This design comes from an exercise in tuning for small area, a short achievable clock period and few clock cycles per item on the open sky130 flow, not from production work.
No functional check of the RTL was part of this run.

===== flow/design.v =====
package sru_pkg;
    localparam int RADICAND_W = 32;
    localparam int ROOT_W     = 24;
    typedef struct packed {
        logic valid;
        logic invalid;
    } sru_ctl_t;
endpackage
module square_root_unit
#(
    parameter int FRAC_BITS = 16
) (
    input  logic                                  aclk,
    input  logic                                  aresetn,
    input  logic                                  s_valid,
    output logic                                  s_ready,
    input  logic signed [sru_pkg::RADICAND_W-1:0] s_radicand,
    output logic                                  m_valid,
    input  logic                                  m_ready,
    output logic        [sru_pkg::ROOT_W-1:0]     m_root,
    output logic                                  m_invalid
);
    logic en;   
    logic neg;
    logic [31:0] x0;   
    assign neg = s_radicand[31];
    assign x0  = {neg, s_radicand[30] | neg, s_radicand[29:0]};
    logic [2:0] rs_s0_j0;
    logic [3:0] d_s0_j0;
    logic fit_s0_j0;
    assign rs_s0_j0 = {1'b0, x0[31:30]};
    assign d_s0_j0 = {1'b0, rs_s0_j0} + {4{1'b1}};
    assign fit_s0_j0 = ~d_s0_j0[3];
    logic [1:0] r_s0_j0;
    assign r_s0_j0 = fit_s0_j0 ? d_s0_j0[1:0] : rs_s0_j0[1:0];
    logic [0:0] q_s0_j0;
    assign q_s0_j0 = ~fit_s0_j0;
    logic [29:0] x_s0_j0;
    assign x_s0_j0 = x0[29:0];
    logic [3:0] rs_s0_j1;
    logic [4:0] d_s0_j1;
    logic fit_s0_j1;
    assign rs_s0_j1 = {r_s0_j0, x_s0_j0[29:28]};
    assign d_s0_j1 = {1'b0, rs_s0_j1} + {{2{1'b1}}, q_s0_j0, 2'b11};
    assign fit_s0_j1 = ~d_s0_j1[4];
    logic [2:0] r_s0_j1;
    assign r_s0_j1 = fit_s0_j1 ? d_s0_j1[2:0] : rs_s0_j1[2:0];
    logic [1:0] q_s0_j1;
    assign q_s0_j1 = {q_s0_j0, ~fit_s0_j1};
    logic [27:0] x_s0_j1;
    assign x_s0_j1 = x_s0_j0[27:0];
    logic [4:0] rs_s0_j2;
    logic [5:0] d_s0_j2;
    logic fit_s0_j2;
    assign rs_s0_j2 = {r_s0_j1, x_s0_j1[27:26]};
    assign d_s0_j2 = {1'b0, rs_s0_j2} + {{2{1'b1}}, q_s0_j1, 2'b11};
    assign fit_s0_j2 = ~d_s0_j2[5];
    logic [3:0] r_s0_j2;
    assign r_s0_j2 = fit_s0_j2 ? d_s0_j2[3:0] : rs_s0_j2[3:0];
    logic [2:0] q_s0_j2;
    assign q_s0_j2 = {q_s0_j1, ~fit_s0_j2};
    logic [25:0] x_s0_j2;
    assign x_s0_j2 = x_s0_j1[25:0];
    logic [5:0] rs_s0_j3;
    logic [6:0] d_s0_j3;
    logic fit_s0_j3;
    assign rs_s0_j3 = {r_s0_j2, x_s0_j2[25:24]};
    assign d_s0_j3 = {1'b0, rs_s0_j3} + {{2{1'b1}}, q_s0_j2, 2'b11};
    assign fit_s0_j3 = ~d_s0_j3[6];
    logic [4:0] r_s0_j3;
    assign r_s0_j3 = fit_s0_j3 ? d_s0_j3[4:0] : rs_s0_j3[4:0];
    logic [3:0] q_s0_j3;
    assign q_s0_j3 = {q_s0_j2, ~fit_s0_j3};
    logic [23:0] x_s0_j3;
    assign x_s0_j3 = x_s0_j2[23:0];
    logic [4:0] R0;
    logic [3:0] Q0;
    logic [23:0] X0;
    logic v0;
    always_ff @(posedge aclk) begin
        if (!aresetn) v0 <= 1'b0;
        else if (en) v0 <= s_valid;
    end
    always_ff @(posedge aclk) begin
        if (en) begin
            R0 <= r_s0_j3;
            Q0 <= q_s0_j3;
            X0 <= x_s0_j3;
        end
    end
    logic [6:0] rs_s1_j4;
    logic [7:0] d_s1_j4;
    logic fit_s1_j4;
    assign rs_s1_j4 = {R0, X0[23:22]};
    assign d_s1_j4 = {1'b0, rs_s1_j4} + {{2{1'b1}}, Q0, 2'b11};
    assign fit_s1_j4 = ~d_s1_j4[7];
    logic [5:0] r_s1_j4;
    assign r_s1_j4 = fit_s1_j4 ? d_s1_j4[5:0] : rs_s1_j4[5:0];
    logic [4:0] q_s1_j4;
    assign q_s1_j4 = {Q0, ~fit_s1_j4};
    logic [21:0] x_s1_j4;
    assign x_s1_j4 = X0[21:0];
    logic [7:0] rs_s1_j5;
    logic [8:0] d_s1_j5;
    logic fit_s1_j5;
    assign rs_s1_j5 = {r_s1_j4, x_s1_j4[21:20]};
    assign d_s1_j5 = {1'b0, rs_s1_j5} + {{2{1'b1}}, q_s1_j4, 2'b11};
    assign fit_s1_j5 = ~d_s1_j5[8];
    logic [6:0] r_s1_j5;
    assign r_s1_j5 = fit_s1_j5 ? d_s1_j5[6:0] : rs_s1_j5[6:0];
    logic [5:0] q_s1_j5;
    assign q_s1_j5 = {q_s1_j4, ~fit_s1_j5};
    logic [19:0] x_s1_j5;
    assign x_s1_j5 = x_s1_j4[19:0];
    logic [6:0] R1;
    logic [5:0] Q1;
    logic [19:0] X1;
    logic v1;
    always_ff @(posedge aclk) begin
        if (!aresetn) v1 <= 1'b0;
        else if (en) v1 <= v0;
    end
    always_ff @(posedge aclk) begin
        if (en) begin
            R1 <= r_s1_j5;
            Q1 <= q_s1_j5;
            X1 <= x_s1_j5;
        end
    end
    logic [8:0] rs_s2_j6;
    logic [9:0] d_s2_j6;
    logic fit_s2_j6;
    assign rs_s2_j6 = {R1, X1[19:18]};
    assign d_s2_j6 = {1'b0, rs_s2_j6} + {{2{1'b1}}, Q1, 2'b11};
    assign fit_s2_j6 = ~d_s2_j6[9];
    logic [7:0] r_s2_j6;
    assign r_s2_j6 = fit_s2_j6 ? d_s2_j6[7:0] : rs_s2_j6[7:0];
    logic [6:0] q_s2_j6;
    assign q_s2_j6 = {Q1, ~fit_s2_j6};
    logic [17:0] x_s2_j6;
    assign x_s2_j6 = X1[17:0];
    logic [9:0] rs_s2_j7;
    logic [10:0] d_s2_j7;
    logic fit_s2_j7;
    assign rs_s2_j7 = {r_s2_j6, x_s2_j6[17:16]};
    assign d_s2_j7 = {1'b0, rs_s2_j7} + {{2{1'b1}}, q_s2_j6, 2'b11};
    assign fit_s2_j7 = ~d_s2_j7[10];
    logic [8:0] r_s2_j7;
    assign r_s2_j7 = fit_s2_j7 ? d_s2_j7[8:0] : rs_s2_j7[8:0];
    logic [7:0] q_s2_j7;
    assign q_s2_j7 = {q_s2_j6, ~fit_s2_j7};
    logic [15:0] x_s2_j7;
    assign x_s2_j7 = x_s2_j6[15:0];
    logic [8:0] R2;
    logic [7:0] Q2;
    logic [15:0] X2;
    logic v2;
    always_ff @(posedge aclk) begin
        if (!aresetn) v2 <= 1'b0;
        else if (en) v2 <= v1;
    end
    always_ff @(posedge aclk) begin
        if (en) begin
            R2 <= r_s2_j7;
            Q2 <= q_s2_j7;
            X2 <= x_s2_j7;
        end
    end
    logic [10:0] rs_s3_j8;
    logic [11:0] d_s3_j8;
    logic fit_s3_j8;
    assign rs_s3_j8 = {R2, X2[15:14]};
    assign d_s3_j8 = {1'b0, rs_s3_j8} + {{2{1'b1}}, Q2, 2'b11};
    assign fit_s3_j8 = ~d_s3_j8[11];
    logic [9:0] r_s3_j8;
    assign r_s3_j8 = fit_s3_j8 ? d_s3_j8[9:0] : rs_s3_j8[9:0];
    logic [8:0] q_s3_j8;
    assign q_s3_j8 = {Q2, ~fit_s3_j8};
    logic [13:0] x_s3_j8;
    assign x_s3_j8 = X2[13:0];
    logic [11:0] rs_s3_j9;
    logic [12:0] d_s3_j9;
    logic fit_s3_j9;
    assign rs_s3_j9 = {r_s3_j8, x_s3_j8[13:12]};
    assign d_s3_j9 = {1'b0, rs_s3_j9} + {{2{1'b1}}, q_s3_j8, 2'b11};
    assign fit_s3_j9 = ~d_s3_j9[12];
    logic [10:0] r_s3_j9;
    assign r_s3_j9 = fit_s3_j9 ? d_s3_j9[10:0] : rs_s3_j9[10:0];
    logic [9:0] q_s3_j9;
    assign q_s3_j9 = {q_s3_j8, ~fit_s3_j9};
    logic [11:0] x_s3_j9;
    assign x_s3_j9 = x_s3_j8[11:0];
    logic [10:0] R3;
    logic [9:0] Q3;
    logic [11:0] X3;
    logic v3;
    always_ff @(posedge aclk) begin
        if (!aresetn) v3 <= 1'b0;
        else if (en) v3 <= v2;
    end
    always_ff @(posedge aclk) begin
        if (en) begin
            R3 <= r_s3_j9;
            Q3 <= q_s3_j9;
            X3 <= x_s3_j9;
        end
    end
    logic [12:0] rs_s4_j10;
    logic [13:0] d_s4_j10;
    logic fit_s4_j10;
    assign rs_s4_j10 = {R3, X3[11:10]};
    assign d_s4_j10 = {1'b0, rs_s4_j10} + {{2{1'b1}}, Q3, 2'b11};
    assign fit_s4_j10 = ~d_s4_j10[13];
    logic [11:0] r_s4_j10;
    assign r_s4_j10 = fit_s4_j10 ? d_s4_j10[11:0] : rs_s4_j10[11:0];
    logic [10:0] q_s4_j10;
    assign q_s4_j10 = {Q3, ~fit_s4_j10};
    logic [9:0] x_s4_j10;
    assign x_s4_j10 = X3[9:0];
    logic [13:0] rs_s4_j11;
    logic [14:0] d_s4_j11;
    logic fit_s4_j11;
    assign rs_s4_j11 = {r_s4_j10, x_s4_j10[9:8]};
    assign d_s4_j11 = {1'b0, rs_s4_j11} + {{2{1'b1}}, q_s4_j10, 2'b11};
    assign fit_s4_j11 = ~d_s4_j11[14];
    logic [12:0] r_s4_j11;
    assign r_s4_j11 = fit_s4_j11 ? d_s4_j11[12:0] : rs_s4_j11[12:0];
    logic [11:0] q_s4_j11;
    assign q_s4_j11 = {q_s4_j10, ~fit_s4_j11};
    logic [7:0] x_s4_j11;
    assign x_s4_j11 = x_s4_j10[7:0];
    logic [12:0] R4;
    logic [11:0] Q4;
    logic [7:0] X4;
    logic v4;
    always_ff @(posedge aclk) begin
        if (!aresetn) v4 <= 1'b0;
        else if (en) v4 <= v3;
    end
    always_ff @(posedge aclk) begin
        if (en) begin
            R4 <= r_s4_j11;
            Q4 <= q_s4_j11;
            X4 <= x_s4_j11;
        end
    end
    logic [14:0] rs_s5_j12;
    logic [15:0] d_s5_j12;
    logic fit_s5_j12;
    assign rs_s5_j12 = {R4, X4[7:6]};
    assign d_s5_j12 = {1'b0, rs_s5_j12} + {{2{1'b1}}, Q4, 2'b11};
    assign fit_s5_j12 = ~d_s5_j12[15];
    logic [13:0] r_s5_j12;
    assign r_s5_j12 = fit_s5_j12 ? d_s5_j12[13:0] : rs_s5_j12[13:0];
    logic [12:0] q_s5_j12;
    assign q_s5_j12 = {Q4, ~fit_s5_j12};
    logic [5:0] x_s5_j12;
    assign x_s5_j12 = X4[5:0];
    logic [15:0] rs_s5_j13;
    logic [16:0] d_s5_j13;
    logic fit_s5_j13;
    assign rs_s5_j13 = {r_s5_j12, x_s5_j12[5:4]};
    assign d_s5_j13 = {1'b0, rs_s5_j13} + {{2{1'b1}}, q_s5_j12, 2'b11};
    assign fit_s5_j13 = ~d_s5_j13[16];
    logic [14:0] r_s5_j13;
    assign r_s5_j13 = fit_s5_j13 ? d_s5_j13[14:0] : rs_s5_j13[14:0];
    logic [13:0] q_s5_j13;
    assign q_s5_j13 = {q_s5_j12, ~fit_s5_j13};
    logic [3:0] x_s5_j13;
    assign x_s5_j13 = x_s5_j12[3:0];
    logic [14:0] R5;
    logic [13:0] Q5;
    logic [3:0] X5;
    logic v5;
    always_ff @(posedge aclk) begin
        if (!aresetn) v5 <= 1'b0;
        else if (en) v5 <= v4;
    end
    always_ff @(posedge aclk) begin
        if (en) begin
            R5 <= r_s5_j13;
            Q5 <= q_s5_j13;
            X5 <= x_s5_j13;
        end
    end
    logic [16:0] rs_s6_j14;
    logic [17:0] d_s6_j14;
    logic fit_s6_j14;
    assign rs_s6_j14 = {R5, X5[3:2]};
    assign d_s6_j14 = {1'b0, rs_s6_j14} + {{2{1'b1}}, Q5, 2'b11};
    assign fit_s6_j14 = ~d_s6_j14[17];
    logic [15:0] r_s6_j14;
    assign r_s6_j14 = fit_s6_j14 ? d_s6_j14[15:0] : rs_s6_j14[15:0];
    logic [14:0] q_s6_j14;
    assign q_s6_j14 = {Q5, ~fit_s6_j14};
    logic [1:0] x_s6_j14;
    assign x_s6_j14 = X5[1:0];
    logic [17:0] rs_s6_j15;
    logic [18:0] d_s6_j15;
    logic fit_s6_j15;
    assign rs_s6_j15 = {r_s6_j14, x_s6_j14[1:0]};
    assign d_s6_j15 = {1'b0, rs_s6_j15} + {{2{1'b1}}, q_s6_j14, 2'b11};
    assign fit_s6_j15 = ~d_s6_j15[18];
    logic [16:0] r_s6_j15;
    assign r_s6_j15 = fit_s6_j15 ? d_s6_j15[16:0] : rs_s6_j15[16:0];
    logic [15:0] q_s6_j15;
    assign q_s6_j15 = {q_s6_j14, ~fit_s6_j15};
    logic [16:0] R6;
    logic [15:0] Q6;
    logic v6;
    always_ff @(posedge aclk) begin
        if (!aresetn) v6 <= 1'b0;
        else if (en) v6 <= v5;
    end
    always_ff @(posedge aclk) begin
        if (en) begin
            R6 <= r_s6_j15;
            Q6 <= q_s6_j15;
        end
    end
    logic [18:0] rs_s7_j16;
    logic [19:0] d_s7_j16;
    logic fit_s7_j16;
    assign rs_s7_j16 = {R6, 2'b00};
    assign d_s7_j16 = {1'b0, rs_s7_j16} + {{2{1'b1}}, Q6, 2'b11};
    assign fit_s7_j16 = ~d_s7_j16[19];
    logic [17:0] r_s7_j16;
    assign r_s7_j16 = fit_s7_j16 ? d_s7_j16[17:0] : rs_s7_j16[17:0];
    logic [16:0] q_s7_j16;
    assign q_s7_j16 = {Q6, ~fit_s7_j16};
    logic [19:0] rs_s7_j17;
    logic [20:0] d_s7_j17;
    logic fit_s7_j17;
    assign rs_s7_j17 = {r_s7_j16, 2'b00};
    assign d_s7_j17 = {1'b0, rs_s7_j17} + {{2{1'b1}}, q_s7_j16, 2'b11};
    assign fit_s7_j17 = ~d_s7_j17[20];
    logic [18:0] r_s7_j17;
    assign r_s7_j17 = fit_s7_j17 ? d_s7_j17[18:0] : rs_s7_j17[18:0];
    logic [17:0] q_s7_j17;
    assign q_s7_j17 = {q_s7_j16, ~fit_s7_j17};
    logic [18:0] R7;
    logic [17:0] Q7;
    logic v7;
    always_ff @(posedge aclk) begin
        if (!aresetn) v7 <= 1'b0;
        else if (en) v7 <= v6;
    end
    always_ff @(posedge aclk) begin
        if (en) begin
            R7 <= r_s7_j17;
            Q7 <= q_s7_j17;
        end
    end
    logic [20:0] rs_s8_j18;
    logic [21:0] d_s8_j18;
    logic fit_s8_j18;
    assign rs_s8_j18 = {R7, 2'b00};
    assign d_s8_j18 = {1'b0, rs_s8_j18} + {{2{1'b1}}, Q7, 2'b11};
    assign fit_s8_j18 = ~d_s8_j18[21];
    logic [19:0] r_s8_j18;
    assign r_s8_j18 = fit_s8_j18 ? d_s8_j18[19:0] : rs_s8_j18[19:0];
    logic [18:0] q_s8_j18;
    assign q_s8_j18 = {Q7, ~fit_s8_j18};
    logic [21:0] rs_s8_j19;
    logic [22:0] d_s8_j19;
    logic fit_s8_j19;
    assign rs_s8_j19 = {r_s8_j18, 2'b00};
    assign d_s8_j19 = {1'b0, rs_s8_j19} + {{2{1'b1}}, q_s8_j18, 2'b11};
    assign fit_s8_j19 = ~d_s8_j19[22];
    logic [20:0] r_s8_j19;
    assign r_s8_j19 = fit_s8_j19 ? d_s8_j19[20:0] : rs_s8_j19[20:0];
    logic [19:0] q_s8_j19;
    assign q_s8_j19 = {q_s8_j18, ~fit_s8_j19};
    logic [20:0] R8;
    logic [19:0] Q8;
    logic v8;
    always_ff @(posedge aclk) begin
        if (!aresetn) v8 <= 1'b0;
        else if (en) v8 <= v7;
    end
    always_ff @(posedge aclk) begin
        if (en) begin
            R8 <= r_s8_j19;
            Q8 <= q_s8_j19;
        end
    end
    logic [22:0] rs_s9_j20;
    logic [23:0] d_s9_j20;
    logic fit_s9_j20;
    assign rs_s9_j20 = {R8, 2'b00};
    assign d_s9_j20 = {1'b0, rs_s9_j20} + {{2{1'b1}}, Q8, 2'b11};
    assign fit_s9_j20 = ~d_s9_j20[23];
    logic [21:0] r_s9_j20;
    assign r_s9_j20 = fit_s9_j20 ? d_s9_j20[21:0] : rs_s9_j20[21:0];
    logic [20:0] q_s9_j20;
    assign q_s9_j20 = {Q8, ~fit_s9_j20};
    logic [23:0] rs_s9_j21;
    logic [24:0] d_s9_j21;
    logic fit_s9_j21;
    assign rs_s9_j21 = {r_s9_j20, 2'b00};
    assign d_s9_j21 = {1'b0, rs_s9_j21} + {{2{1'b1}}, q_s9_j20, 2'b11};
    assign fit_s9_j21 = ~d_s9_j21[24];
    logic [22:0] r_s9_j21;
    assign r_s9_j21 = fit_s9_j21 ? d_s9_j21[22:0] : rs_s9_j21[22:0];
    logic [21:0] q_s9_j21;
    assign q_s9_j21 = {q_s9_j20, ~fit_s9_j21};
    logic [22:0] R9;
    logic [21:0] Q9;
    logic v9;
    always_ff @(posedge aclk) begin
        if (!aresetn) v9 <= 1'b0;
        else if (en) v9 <= v8;
    end
    always_ff @(posedge aclk) begin
        if (en) begin
            R9 <= r_s9_j21;
            Q9 <= q_s9_j21;
        end
    end
    logic [24:0] rs_s10_j22;
    logic [25:0] d_s10_j22;
    logic fit_s10_j22;
    assign rs_s10_j22 = {R9, 2'b00};
    assign d_s10_j22 = {1'b0, rs_s10_j22} + {{2{1'b1}}, Q9, 2'b11};
    assign fit_s10_j22 = ~d_s10_j22[25];
    logic [23:0] r_s10_j22;
    assign r_s10_j22 = fit_s10_j22 ? d_s10_j22[23:0] : rs_s10_j22[23:0];
    logic [22:0] q_s10_j22;
    assign q_s10_j22 = {Q9, ~fit_s10_j22};
    logic [25:0] rs_s10_j23;
    logic [26:0] d_s10_j23;
    logic fit_s10_j23;
    assign rs_s10_j23 = {r_s10_j22, 2'b00};
    assign d_s10_j23 = {1'b0, rs_s10_j23} + {{2{1'b1}}, q_s10_j22, 2'b11};
    assign fit_s10_j23 = ~d_s10_j23[26];
    logic [23:0] q_s10_j23;
    assign q_s10_j23 = {q_s10_j22, ~fit_s10_j23};
    logic hv;
    logic [23:0] hq;
    assign en = ~hv | m_ready;
    always_ff @(posedge aclk) begin
        if (!aresetn) hv <= 1'b0;
        else if (en) hv <= v9;
    end
    always_ff @(posedge aclk) begin
        if (en) begin
            hq <= ~q_s10_j23;
        end
    end
    assign s_ready   = en;
    assign m_valid   = hv;
    assign m_invalid = hq[23] & hq[22];
    assign m_root    = hq & {24{~m_invalid}};
endmodule

===== flow/run.sh =====
#!/bin/bash
# synth_recipe.tcl (not shown) runs the flow's synth.tcl, then flattens the netlist and writes it again
# the make line also repeats each setting of config.mk as NAME=value (left out here)
make -C /OpenROAD-flow-scripts/flow DESIGN_CONFIG=/design/flow/config.mk WORK_HOME=/design/flow/orfs CLKGATE_MAP_FILE= SYNTH_SCRIPT=/design/flow/synth_recipe.tcl finish

===== flow/config.mk =====
export PLATFORM = sky130hd
export DESIGN_NAME = square_root_unit
export DESIGN_NICKNAME = square_root_unit
export VERILOG_FILES = /design/flow/design.v
export SDC_FILE = /design/flow/constraint.sdc
export NUM_CORES = 4
export LEC_CHECK = 0
export ABC_AREA = 1
export CAP_MARGIN = 20
export CORE_MARGIN = 2
export CORE_UTILIZATION = 50
export CTS_BUF_LIST = sky130_fd_sc_hd__clkbuf_16
export CTS_CLUSTER_DIAMETER = 60
export CTS_CLUSTER_SIZE = 30
export SLEW_MARGIN = 20

===== flow/constraint.sdc =====
create_clock -name core_clock -period 4.5 [get_ports {aclk}]
set_input_delay 0.9000 -clock core_clock [delete_from_list [all_inputs] [get_ports {aclk}]]
set_output_delay 0.9000 -clock core_clock [all_outputs]
set_load 0.01 [all_outputs]

==> summary.txt <==
Outcome -> complete, no violations
IO Port Bufs -> 62
Hold_buf cts -> 0
Count leader, synth -> nand2_1
Worst-Margin Slew -> 0.903 ns
Final Max Tran Viols -> 0
CP Data Required Time -> 4.82 ns
Top cell type's share of synthesized area -> 0.403
CTS H-tree depth -> 2
Critical Path Start Type -> register
Worst path max stage delay -> 0.40 ns
GR Util met3 -> 0.0326
Total GRT Usage -> 0.242
Seq cells post-synth -> 386
Syn_nets -> 3635
Detailed Place HPWL -> 54500 µm
Pre-CTS setup slack -> -0.249 ns
Synthesized instance count -> 3308
Top post-synthesis cells by count -> nand2_1 (843), edfxtp_1 (375), inv_1 (330)
Reg clk slew, reported paths -> 0.07 ns
DRC errors left -> 0
Final Critical Period -> 4.22 ns
CP Class -> reg -> reg
Dominant synthesized flop cell -> edfxtp_1
Share of layout cells above drive strength 1 -> 0.0718
First-pass GRT wire length -> 112000 µm
Asr flop ratio synth -> 0
Initial antenna violation count -> 0
Crit path depth -> 27
Grt peak-use layer -> met2
DR WL/cell -> 16.5 µm
Crit path DAT -> 4.54 ns
Clk buf depth -> 3
Hold wc startpoint -> X1[13]
Worst hold path depth -> 0
DRT Pass-1 Iters -> 6
Crit. End Element -> register
Top post-synthesis cells by area -> edfxtp_1 (40%), ha_1 (13%), nand2_1 (11%)
Vias in the first global route -> 21543
Root Driver -> clkbuf_16
Via count -> 22731
Final Skew -> 0.0198 ns
Slew margin rel. -> 0.398
Leading area contributor after synthesis -> edfxtp_1
Slowest CP cell -> edfxtp_1
Post-synthesis cell area -> 28000 µm²
Antenna fix cells -> 0
Core area -> 55200 µm²
Worst hold path type -> reg -> reg
Final Hold Fails -> 0
Crit. Startpoint -> R8[0]
FF-to-FF setup slack -> 0.28 ns
Total length of routed wires -> 69300 µm
Maxcap violations -> 0
Synth Area per Inst -> 8.45 µm²
DRT antenna net count -> 0
CP max FO -> 15
Final nets -> 3751
Die area -> 57800 µm²
Total CTS buffers -> 41
Max frequency -> 237 MHz
Die width -> 240 µm
M2 GR Usage -> 0.383
Synth cell types -> 58
CP top delay family -> simple AND/OR/NAND/NOR gates
Starting DRT DRC Count -> 1780
Setup Viol. Count Final -> 0
Initial Util -> 0.506
Final cycle utilization of the critical path -> 0.938
Worst-Skew Late Latency -> 0.58 ns
Largest net degree at the start of global routing -> 120
Clock sink total -> 386
Register area share after synthesis -> 0.411
Via-per-instance ratio -> 5.41
P&R area growth vs syn -> 12.2%
CTS tree -> built
Global placer's final weighted congestion -> 0.931
Met1 usage -> 0.353
Reg2reg start -> R8[0]
Top-Level Pins -> 63
Worst R2R Path Depth -> 27
Worst Path Buf+Inv -> 5
Grt ovf -> 0
# fillers -> 5025
Post-synth EDFFs -> 375
Vert. Die Dim -> 240 µm
Row Count -> 86
Synth Warn # -> 1
Final setup margin -> 0.278 ns
CP most frequent cell -> nand2_1
## per-stage QoR
step,util,TNS (ns),instances,hold slack (ns),area [µm²]
detailed placement,0.536,-4.08,4114,0.405,29600
floorplan,-,0,3308,0.400,28000
global route,0.568,-0.0925,4204,0.428,31400
finish,0.568,0,4204,0.418,31400
global placement,0.536,-3.86,4114,0.401,29600
CTS,0.564,0,4193,0.418,31100
## final timing paths
path / end
worst max-delay path: R9[3]
worst min-delay path: X2[13]
worst max register to register: R9[3]
worst min register to register: X2[13]
## area by class of cell
class / instances / area (µm²) / share of cell area
Inverter: 344 / 1330 / 0.0423
Sequential cell: 386 / 11500 / 0.366
Timing Repair Buffer: 121 / 1120 / 0.0356
Clock buffer: 43 / 1080 / 0.0343
Tap cell: 748 / 936 / 0.0298
Multi-Input combinational cell: 2530 / 15000 / 0.480
Clock inverter: 32 / 382 / 0.0122
## sequential cells by signal (all words and copies together) (netlist names), 16 cells and up
signal  cells
R7         18
X2         16
X0         24
Q9         22
X1         20
R9         22
R8         20
Q6         16
R6         17
Q8         20
Q7         18
hq         24
## worst register-to-register path, delay by kind of cell, from the launching register on
| kind | cells | cell delay (ns) |
|---|---|---|
| adder cells (fa/ha/maj) | 3 | 0.92 |
| AO/OA/AOI/OAI | 6 | 0.96 |
| flip-flops | 1 | 0.40 |
| AND/OR/NAND/NOR | 13 | 1.27 |
| buffers and inverters | 5 | 0.42 |
## cell families after synthesis
family | synth area share
adders and majority gates | 0.132
AOI/OAI and AO/OA | 0.132
buffers and inverters | 0.0570
DFF | 0.411
and+or+nand+nor | 0.208
xor gates and xnor gates | 0.0594
## timing repair
item,in CTS,in global routing
endpoints found under the hold margin,0,0
setup endpoints to repair,22,76
buffers inserted,4,11
pin swaps,2,7
resized for setup,7,63
## layer usage
layer | wire length (µm) | part of all wire | vias up
met1 | 34100 | 0.49 | 10524
met3 | 3150 | 0.045 | 80
met2 | 30800 | 0.44 | 506
met5 | 0 | 0 | -
li1 | - | - | 11621
met4 | 1200 | 0.017 | 0
## placed cells by master, fill, tap and decap left out, types with 10 or more instances in the layout
| cell | count |
|---|---|
| ha_1 | 276 |
| a21o_1 | 25 |
| inv_6 | 10 |
| clkbuf_16 | 43 |
| o21ai_2 | 10 |
| nand2_2 | 22 |
| nand4_1 | 28 |
| dfxtp_1 | 11 |
| xor2_1 | 112 |
| edfxtp_1 | 375 |
| xnor2_1 | 74 |
| a21oi_1 | 250 |
| o21ai_1 | 52 |
| a31oi_1 | 10 |
| a21oi_2 | 10 |
| o21bai_1 | 20 |
| buf_4 | 54 |
| inv_2 | 10 |
| inv_1 | 329 |
| nand3_1 | 167 |
| or2_2 | 14 |
| o21ai_0 | 228 |
| clkdlybuf4s50_1 | 62 |
| nor2_1 | 238 |
| nand2_1 | 839 |
| nor3_1 | 28 |
| nor4_1 | 10 |

separate check: timing with driven ports:
In the flow no input, the clock included, has a driving cell. The finished layout below was timed again as built, in two steps.
Step 1 assumes that a clkbuf_16 drives the clock port and a buf_2 every other input.
Step 2 times the ports against the registers' clock, not the clock port: input delays grow and output delays shrink by t, the midpoint of the rising clock arrivals with the driver on.
Three values: no drivers, after step 1, after step 2; two values: the first two.
shift t [ns]: 0.633
slack for setup (ns): 0.278 / 0.278 / -0.005
worst setup path at the end: input to register
latest minus earliest clock arrival (ns): 0.020 / 0.020
slew at the worst register clock pin (ns): 0.08 / 0.08
With both steps, setup timing fails in this run, where it was met with ideal ports. For this run, drivers alone change the setup slack by 0.000 ns; drivers and shift together by -0.283 ns.
